Background: an optimization exercise with open tools, aiming at small area, a short achievable clock period and few clock cycles per item. Do not read the settings as production practice.
Function was checked by simulation only, so behaviour that the tests miss may differ from the original.
Power is estimated from default activity; no workload was simulated.

run 1:
// round_robin_task_scheduler_top
module round_robin_task_scheduler_top #(
    parameter int MAX_TASKS = 16
) (
    input  logic                  clk,
    input  logic                  rst_n,
    input  logic                  cmd_valid,
    output logic                  cmd_ready,
    input  logic [1:0]            cmd_op,
    input  logic [rrts_pkg::TASK_ID_W-1:0]  cmd_task_id,
    input  logic [rrts_pkg::SLEEP_MS_W-1:0] cmd_sleep_ms,
    output logic                  res_valid,
    input  logic                  res_ready,
    output logic [rrts_pkg::TASK_ID_W-1:0]  res_running_task,
    output logic                  res_idle,
    input  logic                  cfg_valid,
    output logic                  cfg_ready,
    input  logic [rrts_pkg::TICK_MS_W-1:0]  cfg_ms_per_tick
);
==> flow/config.mk <==
export PLATFORM = sky130hd
export DESIGN_NAME = round_robin_task_scheduler_top
export DESIGN_NICKNAME = round_robin_task_scheduler_top
export VERILOG_FILES = /design/flow/design.v
export SDC_FILE = /design/flow/constraint.sdc
export NUM_CORES = 4
export LEC_CHECK = 0
export ABC_AREA = 1
export CAP_MARGIN = 20
export CORE_MARGIN = 2
export CORE_UTILIZATION = 45
export CTS_CLUSTER_DIAMETER = 60
export CTS_CLUSTER_SIZE = 24
export PLACE_DENSITY = 0.65
export SETUP_SLACK_MARGIN = 3.9
export SLEW_MARGIN = 20
==> flow/constraint.sdc <==
create_clock -name core_clock -period 6.5 [get_ports {clk}]
set_input_delay 1.3000 -clock core_clock [delete_from_list [all_inputs] [get_ports {clk}]]
set_output_delay 1.3000 -clock core_clock [all_outputs]
set_load 0.01 [all_outputs]
standard.sh (not shown) runs the stock make flow with config.mk's settings and CLKGATE_MAP_FILE= SYNTH_SCRIPT=/design/flow/synth_recipe.tcl, a recipe that flattens the netlist after the stock synthesis.
==> flow/flow/run.sh <==
#!/bin/bash
# The standard layout (standard.sh, unchanged synthesis and steps), except that clock
# tree synthesis adds no dummy loads to the clock tree and the port buffers are buf_2 cells.
# The whole ORFS run's output goes to standard.log here; ORFS keeps each step's own log
# under orfs/logs/.
set -euo pipefail
export CTS_ARGS="-sink_clustering_enable -repair_clock_nets -sink_clustering_size 24 -sink_clustering_max_diameter 60 -dont_use_dummy_load"
export BUFFER_PORTS_ARGS="-buffer_cell sky130_fd_sc_hd__buf_2"
bash standard.sh > standard.log 2>&1
Testbench counts of run 1, summed over its fixed seeds: cycles 13,116, items 12,800.
The inputs of run 2 differ from those of run 1 as listed below.
- changing CORE_UTILIZATION from 45 to 75
- changing PLACE_DENSITY from 0.65 to 0.85
Findings:
Sort run 1 and run 2 by tap cell count, descending, and run 1 comes first. Re number of gates resized after cts: run 2 is 1 up on run 1. Sort run 1 and run 2 by clock skew desc -> top: run 2. Final non-filler cell total down 7.9% in run 2 wrt run 1. Run 2 vs. run 1: detailed-route via count went up by about 5.4%. The run with more routed wire is run 1, not run 2.
For run 3, these inputs were changed with respect to run 2:
- swapping 75 for 50 in CORE_UTILIZATION
- swapping 0.85 for 0.7 in PLACE_DENSITY
==> flow/run.sh (new file) <==
#!/bin/bash
# synth_recipe.tcl (not shown) runs the flow's synth.tcl, then flattens the netlist and writes it again
# the make line also repeats each setting of config.mk as NAME=value (left out here)
make -C /OpenROAD-flow-scripts/flow DESIGN_CONFIG=/design/flow/config.mk WORK_HOME=/design/flow/orfs CLKGATE_MAP_FILE= SYNTH_SCRIPT=/design/flow/synth_recipe.tcl finish
removed: flow/flow/run.sh
removed: flow/standard.sh
[summary]
H-tree depth (lower): run 2
Diff run 2 -> run 3: chip width went up, worst hold slack went up.
| worst setup slack | higher: run 3 |
Changes observed in run 3 relative to run 2: height of the die picked up an extra 54 um, global-route usage lost 14 points.
Fraction of area in registers ends up lower on run 3.
Every run (run 2 and run 3) finished clean.
Going from run 2 to run 3, growth of design area from synthesis to finish grows by 5.0 points.
Between run 2 and run 3, reported leakage power is lower for run 2, run 3 comes in above that.
Of run 3 and run 2, it is run 3 that has the lower combinational power share.
Diff run 3..run 2 | sequential cell count | unchanged

re-timing with driven ports:
Ports are ideal in the flow. The routed layouts listed here were re-timed in OpenROAD. Step 1 sets driving cells, clkbuf_16 on the clock port and buf_2 on the other inputs (assumed; they add their load-dependent delay and slew). Step 2 adds t to the input delays and takes it off the output delays; t is the mean of the earliest and latest rising clock arrival at the registers after step 1. Input paths then give back, and output paths get back, about the clock's delay inside the block. Three values: ideal, step 1, step 2; two values: the first two.
| run | shift t [ns] | setup slack, ns | clock arrival spread, ns |
|---|---|---|---|
| run 1 | 0.719 | 3.877 / 3.877 / 3.376 | 0.072 / 0.072 |
| run 2 | 0.691 | 3.872 / 3.846 / 3.399 | 0.073 / 0.073 |
| run 3 | 0.712 | 3.885 / 3.840 / 3.313 | 0.030 / 0.029 |
After both steps every run listed still meets setup and hold. The setup slack of run 3, which loses most, moves by -0.045 ns with the drivers and by -0.572 ns with both steps.
